This design comes from an exercise in tuning for small area and a short achievable clock period on the open sky130 flow, not from production work.
Power figures rest on the tool's default switching activity, not on a simulated workload.

==> flow/design.v <==
package dither_pkg;
    localparam int PIX_W = 8;
    localparam int Q_W = 5;
    localparam int SH_W = 6;
    localparam int RGB_W = 24;
    localparam int LINE_TOTAL = 24;
    localparam int LATENCY = 2 * LINE_TOTAL + 3;
    localparam int PIX_STAGES = 11;
    localparam int QLAT = PIX_STAGES + 1;
    localparam int HIST_NEXT = LINE_TOTAL - 5;
    localparam int HIST_FAR  = 2 * LINE_TOTAL - 10;
    localparam int HIST_LEN  = HIST_FAR + 1;
    localparam int CNT_W   = 6;
    localparam int CNT_MAX = LATENCY;
endpackage
import dither_pkg::*;
module diffusion_row
#(
    parameter int K = 3
) (
    input  logic             clk,
    input  logic [PIX_W-1:0] value_in,
    input  logic [K-1:0]     share,
    output logic [PIX_W-1:0] value_out
);
    logic               neg;
    logic [K:0]         lo;
    logic               cy;
    logic [PIX_W-K-1:0] hi;
    logic [PIX_W-K-1:0] hi_new;
    logic               up;
    logic               dn;
    logic [PIX_W-K:0]   all1;
    logic [PIX_W-K:0]   all0;
    logic               ovf;
    logic               unf;
    assign neg = share[K-1];
    assign lo = {1'b0, value_in[K-1:0]} + {1'b0, share};
    assign cy = lo[K];
    assign hi = value_in[PIX_W-1:K];
    assign up = cy && !neg;
    assign dn = !cy && neg;
    always_comb begin
        all1[0] = 1'b1;
        all0[0] = 1'b1;
        for (int i = 0; i < PIX_W - K; i++) begin
            all1[i+1] = all1[i] && hi[i];
            all0[i+1] = all0[i] && !hi[i];
        end
        for (int i = 0; i < PIX_W - K; i++) begin
            hi_new[i] = hi[i] ^ ((up && all1[i]) || (dn && all0[i]));
        end
    end
    assign ovf = up && all1[PIX_W-K];
    assign unf = dn && all0[PIX_W-K];
    always_ff @(posedge clk) begin
        value_out <= unf ? '0 : (ovf ? '1 : {hi_new, lo[K-1:0]});
    end
endmodule
module line_fifo
#(
    parameter int WIDTH = 1,
    parameter int DEPTH = 1
) (
    input  logic             clk,
    input  logic [WIDTH-1:0] din,
    output logic [DEPTH-1:0][WIDTH-1:0] taps
);
    always_ff @(posedge clk) begin
        taps[0] <= din;
        for (int i = 1; i < DEPTH; i++) begin
            taps[i] <= taps[i-1];
        end
    end
endmodule
import dither_pkg::*;
module jjn_quantizer
(
    input  logic             clk,
    input  logic [PIX_W-1:0] value_in,
    input  logic             de_in,
    output logic [Q_W-1:0]   q_out,
    output logic             bd_out
);
    logic signed [5:0] w7;
    logic signed [9:0] u0;
    logic signed [9:0] u1;
    logic              unf;
    logic              ovf;
    logic              b;
    assign w7 = 6'($signed(q_out)) + 6'($signed(q_out) >>> 1) - 6'($signed(q_out) >>> 2);
    assign u0 = $signed({2'b00, value_in}) + w7;
    assign u1 = $signed({2'b00, value_in}) + w7 + 10'sd1;
    assign unf = u0[9];
    assign ovf = !u0[9] && u0[8];
    assign b   = !u0[9] && (u0[8] || u0[7]);
    always_ff @(posedge clk) begin
        if (!de_in || unf || ovf)
            q_out <= '0;
        else
            q_out <= b ? u1[7:3] : u0[7:3];
        bd_out <= b;
    end
endmodule
import dither_pkg::*;
module jjn_dither_top
(
    input  logic             clk,
    input  logic             rst,
    input  logic [RGB_W-1:0] rgb,
    input  logic             de,
    input  logic             hs,
    input  logic             vs,
    output logic [RGB_W-1:0] dout,
    output logic             de_out,
    output logic             hs_out,
    output logic             vs_out
);
    logic [CNT_W-1:0] cnt;
    always_ff @(posedge clk) begin
        if (rst)
            cnt <= '0;
        else if (cnt != CNT_W'(CNT_MAX))
            cnt <= cnt + 1'b1;
    end
    logic [LATENCY-1:0][1:0] sync_taps;
    logic [QLAT:0]           de_taps;
    line_fifo #(.WIDTH(2), .DEPTH(LATENCY)) sync_dly (
        .clk(clk), .din({hs, vs}), .taps(sync_taps)
    );
    line_fifo #(.WIDTH(1), .DEPTH(QLAT + 1)) de_dly (
        .clk(clk), .din(de), .taps(de_taps)
    );
    logic [PIX_STAGES:1][PIX_W-1:0] pix;
    logic [HIST_LEN-2:0][Q_W:0] hist_taps;
    logic [Q_W-1:0]   q_next;
    logic [Q_W-1:0]   q_near;
    logic             bd_near;
    function automatic logic [2:0] share_w1(input logic [Q_W-1:0] q);
        case (q[4:3])
            2'b00:   share_w1 = 3'sd0;
            2'b01:   share_w1 = 3'sd1;
            2'b10:   share_w1 = -3'sd3;
            default: share_w1 = -3'sd2;
        endcase
    endfunction
    function automatic logic [4:0] share_w5(input logic [Q_W-1:0] q);
        share_w5 = $signed(q) - ($signed(q) >>> 3);
    endfunction
    function automatic logic [5:0] share_w7(input logic [Q_W-1:0] q);
        share_w7 = 6'($signed(q)) + 6'($signed(q) >>> 1) - 6'($signed(q) >>> 2);
    endfunction
    logic [5:0] gr;
    logic [6:0] gg;
    logic [5:0] gb;
    logic [6:0] gs_q;
    logic [6:1] gc_q;
    assign gr = rgb[23:18];
    assign gg = rgb[15:9];
    assign gb = rgb[7:2];
    always_ff @(posedge clk) begin
        gs_q <= {gg[6], gr ^ gg[5:0] ^ gb};
        gc_q <= (gr & gg[5:0]) | (gr & gb) | (gg[5:0] & gb);
    end
    logic           keep_next;
    logic           keep_far;
    logic [3:0]     far_q41;
    logic [4:0]     far_w5;
    logic [4:0]     next_w5;
    logic [5:0]     next_w7;
    assign keep_next = !rst && (cnt >= CNT_W'(HIST_NEXT));
    assign keep_far  = !rst && (cnt >= CNT_W'(HIST_FAR));
    logic use_next;
    logic use_far;
    assign use_next = keep_next && !hist_taps[HIST_NEXT-2][Q_W];
    assign use_far  = keep_far && !hist_taps[HIST_FAR-2][Q_W];
    always_ff @(posedge clk) begin
        far_q41 <= use_far ? hist_taps[HIST_FAR-2][Q_W-1:1] : '0;
        far_w5  <= use_far ? share_w5(hist_taps[HIST_FAR-2][Q_W-1:0]) : '0;
        next_w5 <= use_next ? share_w5(hist_taps[HIST_NEXT-2][Q_W-1:0]) : '0;
        next_w7 <= use_next ? share_w7(hist_taps[HIST_NEXT-2][Q_W-1:0]) : '0;
    end
    assign q_next = hist_taps[HIST_NEXT-1][Q_W] ? '0 : hist_taps[HIST_NEXT-1][Q_W-1:0];
    logic [2:0] far_w1;
    assign far_w1 = share_w1({far_q41, 1'b0});
    logic signed [9:0] far0_sum;
    assign far0_sum = $signed({3'b0, gs_q}) + $signed({3'b0, gc_q, 1'b0}) + $signed(far_w1);
    always_ff @(posedge clk) begin
        pix[1] <= far0_sum[9] ? '0 : far0_sum[PIX_W-1:0];
    end
    diffusion_row #(.K(4)) far1 (.clk(clk), .value_in(pix[1]), .share(far_q41), .value_out(pix[2]));
    diffusion_row #(.K(5)) far2 (.clk(clk), .value_in(pix[2]), .share(far_w5), .value_out(pix[3]));
    diffusion_row #(.K(4)) far3 (.clk(clk), .value_in(pix[3]), .share(far_q41), .value_out(pix[4]));
    diffusion_row #(.K(3)) far4 (.clk(clk), .value_in(pix[4]), .share(far_w1), .value_out(pix[5]));
    diffusion_row #(.K(4)) nxt0 (.clk(clk), .value_in(pix[5]), .share(q_next[4:1]), .value_out(pix[6]));
    diffusion_row #(.K(5)) nxt1 (.clk(clk), .value_in(pix[6]), .share(next_w5), .value_out(pix[7]));
    diffusion_row #(.K(6)) nxt2 (.clk(clk), .value_in(pix[7]), .share(next_w7), .value_out(pix[8]));
    diffusion_row #(.K(5)) nxt3 (.clk(clk), .value_in(pix[8]), .share(next_w5), .value_out(pix[9]));
    diffusion_row #(.K(4)) nxt4 (.clk(clk), .value_in(pix[9]), .share(q_next[4:1]), .value_out(pix[10]));
    diffusion_row #(.K(5)) cur0 (.clk(clk), .value_in(pix[10]), .share(share_w5(q_near)), .value_out(pix[11]));
    logic de_eff;
    assign de_eff = de_taps[PIX_STAGES] && (cnt >= CNT_W'(QLAT));
    jjn_quantizer quantizer_i (
        .clk(clk), .value_in(pix[PIX_STAGES]), .de_in(de_eff),
        .q_out(q_near), .bd_out(bd_near)
    );
    logic [Q_W:0] q_code;
    always_comb begin
        if (!de_taps[QLAT])
            q_code = {1'b1, Q_W'(0)};
        else if (q_near == '0 && bd_near)
            q_code = {1'b1, Q_W'(1)};
        else
            q_code = {1'b0, q_near};
    end
    always_ff @(posedge clk) begin
        hist_taps[0] <= q_code;
        for (int i = 1; i < HIST_LEN - 1; i++) begin
            hist_taps[i] <= hist_taps[i-1];
        end
        if (!keep_next) hist_taps[HIST_NEXT-1][Q_W-1:0] <= '0;
    end
    logic       out_ok;
    logic [2:0] bd_q;
    logic [2:0] sync_q;
    assign out_ok = !rst && (cnt == CNT_W'(CNT_MAX));
    logic [Q_W:0] out_code;
    logic         out_de;
    logic         out_bd;
    assign out_code = hist_taps[HIST_FAR-1];
    assign out_de   = !out_code[Q_W] || out_code[0];
    assign out_bd   = out_code[Q_W] ? out_code[0] : out_code[Q_W-1];
    logic [Q_W:0] pre1_code;
    logic [Q_W:0] pre2_code;
    logic         pre1_bd;
    logic [1:0]   pre2_bd;
    assign pre1_code = hist_taps[HIST_FAR-2];
    assign pre2_code = hist_taps[HIST_FAR-3];
    always_ff @(posedge clk) begin
        pre1_bd    <= pre1_code[Q_W] ? pre1_code[0] : pre1_code[Q_W-1];
        pre2_bd[0] <= pre2_code[Q_W] ? pre2_code[0] : pre2_code[Q_W-1];
        pre2_bd[1] <= pre2_bd[0];
        bd_q[2]    <= out_ok && out_bd;
        bd_q[1]    <= out_ok && pre1_bd;
        bd_q[0]    <= out_ok && pre2_bd[1];
        sync_q <= out_ok ? {out_de, sync_taps[LATENCY-1]} : 3'b000;
    end
    assign dout = {{8{bd_q[2]}}, {8{bd_q[1]}}, {8{bd_q[0]}}};
    assign {de_out, hs_out, vs_out} = sync_q;
endmodule
==> flow/config.mk <==
export PLATFORM = sky130hd
export DESIGN_NAME = jjn_dither_top
export DESIGN_NICKNAME = jjn_dither_top
export VERILOG_FILES = /design/flow/design.v
export SDC_FILE = /design/flow/constraint.sdc
export NUM_CORES = 4
export LEC_CHECK = 0
export ABC_AREA = 1
export CAP_MARGIN = 20
export CORE_MARGIN = 2
export CORE_UTILIZATION = 60
export CTS_BUF_LIST = sky130_fd_sc_hd__clkbuf_16
export CTS_CLUSTER_DIAMETER = 100
export CTS_CLUSTER_SIZE = 28
export SETUP_SLACK_MARGIN = 3.9
export SLEW_MARGIN = 20
==> flow/constraint.sdc <==
create_clock -name core_clock -period 6.5 [get_ports {clk}]
set_input_delay 1.3000 -clock core_clock [delete_from_list [all_inputs] [get_ports {clk}]]
set_output_delay 1.3000 -clock core_clock [all_outputs]
set_load 0.01 [all_outputs]
standard.sh (not shown) runs the stock make flow with config.mk's settings and CLKGATE_MAP_FILE= SYNTH_SCRIPT=/design/flow/synth_recipe.tcl, a recipe that flattens the netlist after the stock synthesis.
==> flow/flow/run.sh <==
#!/bin/bash
# The standard layout (standard.sh) with these ORFS settings changed:
#   ADDER_MAP_FILE empty: no adder cells are extracted in synthesis, so ABC
#     maps all of the arithmetic itself (registers and names unchanged);
#   and the placement/CTS/repair settings listed on the make line below.
# Every tool's output goes to orfs_make.log here; ORFS keeps its per-step
# logs under orfs/logs.
set -euo pipefail
bash standard.sh ADDER_MAP_FILE= MATCH_CELL_FOOTPRINT=0 'BUFFER_PORTS_ARGS=-buffer_cell sky130_fd_sc_hd__buf_2' finish > orfs_make.log 2>&1
Change:
--- a/flow/design.v
+++ b/flow/design.v
@@ -84,20 +84,20 @@
 );
     logic signed [5:0] w7;
-    logic signed [9:0] u0;
-    logic signed [9:0] u1;
+    logic signed [9:0] u;
     logic              unf;
     logic              ovf;
     logic              b;
+    logic              up;
     assign w7 = 6'($signed(q_out)) + 6'($signed(q_out) >>> 1) - 6'($signed(q_out) >>> 2);
-    assign u0 = $signed({2'b00, value_in}) + w7;
-    assign u1 = $signed({2'b00, value_in}) + w7 + 10'sd1;
-    assign unf = u0[9];
-    assign ovf = !u0[9] && u0[8];
-    assign b   = !u0[9] && (u0[8] || u0[7]);
+    assign u  = $signed({2'b00, value_in}) + w7;
+    assign unf = u[9];
+    assign ovf = !u[9] && u[8];
+    assign b   = !u[9] && (u[8] || u[7]);
+    assign up  = b && (u[2:0] == 3'd7);
     always_ff @(posedge clk) begin
         if (!de_in || unf || ovf)
             q_out <= '0;
         else
-            q_out <= b ? u1[7:3] : u0[7:3];
+            q_out <= u[7:3] + Q_W'(up);
         bd_out <= b;
     end
@@ -222,5 +222,5 @@
     end
     logic       out_ok;
-    logic [2:0] bd_q;
+    logic       bd_q;
     logic [2:0] sync_q;
     assign out_ok = !rst && (cnt == CNT_W'(CNT_MAX));
@@ -231,20 +231,9 @@
     assign out_de   = !out_code[Q_W] || out_code[0];
     assign out_bd   = out_code[Q_W] ? out_code[0] : out_code[Q_W-1];
-    logic [Q_W:0] pre1_code;
-    logic [Q_W:0] pre2_code;
-    logic         pre1_bd;
-    logic [1:0]   pre2_bd;
-    assign pre1_code = hist_taps[HIST_FAR-2];
-    assign pre2_code = hist_taps[HIST_FAR-3];
-    always_ff @(posedge clk) begin
-        pre1_bd    <= pre1_code[Q_W] ? pre1_code[0] : pre1_code[Q_W-1];
-        pre2_bd[0] <= pre2_code[Q_W] ? pre2_code[0] : pre2_code[Q_W-1];
-        pre2_bd[1] <= pre2_bd[0];
-        bd_q[2]    <= out_ok && out_bd;
-        bd_q[1]    <= out_ok && pre1_bd;
-        bd_q[0]    <= out_ok && pre2_bd[1];
+    always_ff @(posedge clk) begin
+        bd_q   <= out_ok && out_bd;
         sync_q <= out_ok ? {out_de, sync_taps[LATENCY-1]} : 3'b000;
     end
-    assign dout = {{8{bd_q[2]}}, {8{bd_q[1]}}, {8{bd_q[0]}}};
+    assign dout = {RGB_W{bd_q}};
     assign {de_out, hs_out, vs_out} = sync_q;
 endmodule
Synthesized area is lower slightly.
Design area is lower slightly.
First-iteration DRC count is lower by roughly a tenth.
Combinational power is lower by about a fifth.
Register-to-register slack degrades by 0.09 ns.
Clock skew barely changes.
Clock power stays flat.
Setup slack degrades by 0.11 ns.
Maximum frequency is lower by a few percent.
Count of clock-buffer cells in the layout is unchanged.
Sequential power is lower slightly.
Core utilization is lower by 0.38 points.
Function was not checked in any run of this note: the RTL went through the layout flow alone.

==> port drivers added, routing unchanged <==
The results above use ideal ports. As a check the final layouts listed here were re-extracted and re-timed, cells and wires unchanged. Step 1, drivers: a clkbuf_16 drives clk and a buf_2 each remaining input, both assumed. Step 2 moves the port delays by t, midway between the first and last clock arrival at a register: inputs arrive t later, outputs are due t later. That takes back most of the time a late clock gives input paths. a / b / c = ideal / step 1 / step 2; a / b = the first two.
run	shift t [ns]	slack for setup (ns)	worst slew at a driven data input, ns
the first run	0.562	4.095 / 4.048 / 3.654	0.03
the second run	0.575	3.990 / 3.940 / 3.799	0.04
After both steps every run listed still meets setup and hold. For the first run, which loses most, drivers alone change the setup slack by -0.047 ns; drivers and shift together by -0.441 ns.
